Source: an optimization exercise on an open RTL-to-GDS flow (aim: small area, a short achievable clock period and few clock cycles per item). Production flows keep margins and buffers that such runs may drop. Function was checked by simulation only, so behaviour that the tests miss may differ from the original.

==> willow <==
Design qr_cordic_top, start of the top module:
module qr_cordic_top (
  input  logic        clk,
  input  logic        rst_n,
  input  logic        valid,
  input  logic [25:0] in_row,      
  output logic        out_valid,
  output logic [25:0] out_row      
);
==> flow/config.mk <==
export PLATFORM = sky130hd
export DESIGN_NAME = qr_cordic_top
export DESIGN_NICKNAME = qr_cordic_top
export VERILOG_FILES = /design/flow/design.v
export SDC_FILE = /design/flow/constraint.sdc
export NUM_CORES = 4
export LEC_CHECK = 0
export CAP_MARGIN = 20
export CELL_PAD_IN_SITES_DETAIL_PLACEMENT = 1
export CELL_PAD_IN_SITES_GLOBAL_PLACEMENT = 1
export CORE_MARGIN = 2
export CORE_UTILIZATION = 30
export SETUP_SLACK_MARGIN = 4
export SLEW_MARGIN = 20
export SYNTH_HIERARCHICAL = 1
export SYNTH_MINIMUM_KEEP_SIZE = 10
export TNS_END_PERCENT = 0
==> flow/constraint.sdc <==
create_clock -name core_clock -period 10.0 [get_ports {clk}]
set_input_delay 2.0000 -clock core_clock [delete_from_list [all_inputs] [get_ports {clk}]]
set_output_delay 2.0000 -clock core_clock [all_outputs]
set_load 0.01 [all_outputs]
run.sh (not shown) runs the stock make flow with config.mk's settings and CLKGATE_MAP_FILE= SYNTH_SCRIPT=/design/flow/synth_recipe.tcl, a recipe that flattens the netlist after the stock synthesis.
==> garnet (differences from willow) <==
--- a/flow/design.v
+++ b/flow/design.v
@@ -32,31 +32,26 @@
   assign x1[0] = x1_i;
   assign y1[0] = ys1_i;
   logic s0;
   logic [2:0] ph0;
   logic [2:0] ph0_0;
   phase_nr #(.P(3)) u_ph0_0 (.clk(clk), .rst_n(rst_n), .d(ph_d), .q(ph0_0));
   logic [2:0] ph0_1;
   phase_nr_n #(.P(3)) u_ph0_1 (.clk(clk), .rst_n(rst_n), .d(ph_d), .q(ph0_1));
-  logic signed [12:0] y0v, x0v, y1v, x1v;       
-  assign y0v = y0[0] ^ {13{sgn}};
-  assign x0v = x0[0] ^ {13{sgn_n}};
-  assign y1v = y1[0] ^ {13{sgn}};
-  assign x1v = x1[0] ^ {13{sgn_n}};
   logic [12:0] shx0_0, shy0_0, shx1_0, shy1_0;
-  assign shy0_0 = (({13{ph0_0[0]}} & 13'(y0v >>> 0)) | ({13{ph0_0[1]}} & 13'(y0v >>> 3)) | ({13{ph0_0[2]}} & 13'(y0v >>> 6)));
-  assign shx0_0 = (({13{ph0_0[0]}} & 13'(x0v >>> 0)) | ({13{ph0_0[1]}} & 13'(x0v >>> 3)) | ({13{ph0_0[2]}} & 13'(x0v >>> 6)));
-  assign shy1_0 = (({13{ph0_1[0]}} & 13'(y1v >>> 0)) | ({13{ph0_1[1]}} & 13'(y1v >>> 3)) | ({13{ph0_1[2]}} & 13'(y1v >>> 6)));
-  assign shx1_0 = (({13{ph0_1[0]}} & 13'(x1v >>> 0)) | ({13{ph0_1[1]}} & 13'(x1v >>> 3)) | ({13{ph0_1[2]}} & 13'(x1v >>> 6)));
+  assign shy0_0 = (({13{ph0_0[0]}} & 13'(y0[0] >>> 0)) | ({13{ph0_0[1]}} & 13'(y0[0] >>> 3)) | ({13{ph0_0[2]}} & 13'(y0[0] >>> 6)));
+  assign shx0_0 = (({13{ph0_0[0]}} & 13'(x0[0] >>> 0)) | ({13{ph0_0[1]}} & 13'(x0[0] >>> 3)) | ({13{ph0_0[2]}} & 13'(x0[0] >>> 6)));
+  assign shy1_0 = (({13{ph0_1[0]}} & 13'(y1[0] >>> 0)) | ({13{ph0_1[1]}} & 13'(y1[0] >>> 3)) | ({13{ph0_1[2]}} & 13'(y1[0] >>> 6)));
+  assign shx1_0 = (({13{ph0_1[0]}} & 13'(x1[0] >>> 0)) | ({13{ph0_1[1]}} & 13'(x1[0] >>> 3)) | ({13{ph0_1[2]}} & 13'(x1[0] >>> 6)));
   assign s0 = sgn;                            
-  add3 u_x0_0 (.a(x0[0]), .b(shy0_0), .c(yc0_i ^ {13{s0}}), .ci1(s0), .ci2(yk0_i ^ s0), .s(x0[1]));
-  add3 u_y0_0 (.a(y0[0]), .b(shx0_0), .c(yc0_i), .ci1(sgn_n), .ci2(yk0_i), .s(y0[1]));
-  add3 u_x1_0 (.a(x1[0]), .b(shy1_0), .c(yc1_i ^ {13{s0}}), .ci1(s0), .ci2(yk1_i ^ s0), .s(x1[1]));
-  add3 u_y1_0 (.a(y1[0]), .b(shx1_0), .c(yc1_i), .ci1(sgn_n), .ci2(yk1_i), .s(y1[1]));
+  add3 u_x0_0 (.a(x0[0]), .b(shy0_0 ^ {13{s0}}), .c(yc0_i ^ {13{s0}}), .ci1(s0), .ci2(yk0_i ^ s0), .s(x0[1]));
+  add3 u_y0_0 (.a(y0[0]), .b(shx0_0 ^ {13{sgn_n}}), .c(yc0_i), .ci1(sgn_n), .ci2(yk0_i), .s(y0[1]));
+  add3 u_x1_0 (.a(x1[0]), .b(shy1_0 ^ {13{s0}}), .c(yc1_i ^ {13{s0}}), .ci1(s0), .ci2(yk1_i ^ s0), .s(x1[1]));
+  add3 u_y1_0 (.a(y1[0]), .b(shx1_0 ^ {13{sgn_n}}), .c(yc1_i), .ci1(sgn_n), .ci2(yk1_i), .s(y1[1]));
   logic s1;
   logic [2:0] ph1;
   logic [2:0] ph1_0;
   phase_s_n #(.P(3)) u_ph1_0 (.clk(clk), .rst_n(rst_n), .d(ph_d), .q(ph1_0));
   logic [2:0] ph1_1;
   phase_r_n #(.P(3)) u_ph1_1 (.clk(clk), .rst_n(rst_n), .d(ph_d), .q(ph1_1));
   logic [12:0] shx0_1, shy0_1, shx1_1, shy1_1;
   assign shy0_1 = (({13{ph1_0[0]}} & 13'(y0[1] >>> 1)) | ({13{ph1_0[1]}} & 13'(y0[1] >>> 4)) | ({13{ph1_0[2]}} & 13'(y0[1] >>> 7)));
- CELL_PAD_IN_SITES_DETAIL_PLACEMENT: 1 -> default
- CELL_PAD_IN_SITES_GLOBAL_PLACEMENT: 1 -> default
==> sierra (differences from willow) <==
- ABC_AREA: default -> 1
- CELL_PAD_IN_SITES_DETAIL_PLACEMENT: 1 -> default
- CELL_PAD_IN_SITES_GLOBAL_PLACEMENT: 1 -> default
==> reports/results.txt <==
fraction of area in multi-input gates: 0.621
# diodes: 0
Hold EP: u_seq.cnt[0]$_DFFE_PN0P_
outcome: finished clean
critical path's top delay family: compound AO/OA/AOI/OAI gates
WP buf/inv: 7
fill count: 10.0k
largest net degree at the start of global routing: 67
[end of results for willow]
==> reports/results.txt <==
fill count: 10.4k
crit path DAT: 6.73 ns
critical path's top delay family: adder cells
# diodes: 0
outcome: finished clean
largest net degree at the start of global routing: 72
Hold EP: u_seq.fin$_DFF_PN0_
WP buf/inv: 8
[end of results for sierra]
==> reports/results.txt <==
largest net degree at the start of global routing: 92
# diodes: 1
I/O pins: 56
Hold EP: u_seq.cnt[0]$_DFFE_PN0P_
fill count: 8618
most common cell after layout, fill and taps aside: inv_1
outcome: finished clean
number of remaining DRC errors: 0
fraction of area in multi-input gates: 0.608
[end of results for garnet]
Testbench counts of willow, summed over its fixed seeds: cycles 8,000, matrices 320.
Testbench counts of garnet, summed over its fixed seeds: cycles 8,000, matrices 320.
Testbench counts of sierra, summed over its fixed seeds: cycles 8,000, matrices 320.

[port drivers added, routing unchanged]
Ports are ideal in the flow. The routed layouts listed here were re-timed in OpenROAD.
Step 1 sets driving cells, clkbuf_16 on the clock port and buf_2 on the other inputs (assumed; they add their load-dependent delay and slew).
Step 2, shift: input delay + t, output delay - t, t = (earliest + latest rising clock arrival at the registers) / 2. This alone moves slack from input paths to output paths.
a / b / c = no drivers / after step 1 / after step 2; a / b = the first two.
run | shift t [ns] | setup WS [ns] | worst setup path at the end | clock arrival spread, ns
willow | 0.633 | 2.777 / 2.777 / 2.777 | register to register | 0.047 / 0.047
garnet | 0.615 | 2.919 / 2.919 / 2.919 | register to register | 0.016 / 0.015
sierra | 0.615 | 3.741 / 3.741 / 3.741 | register to register | 0.038 / 0.038
After both steps every run listed still meets setup and hold.
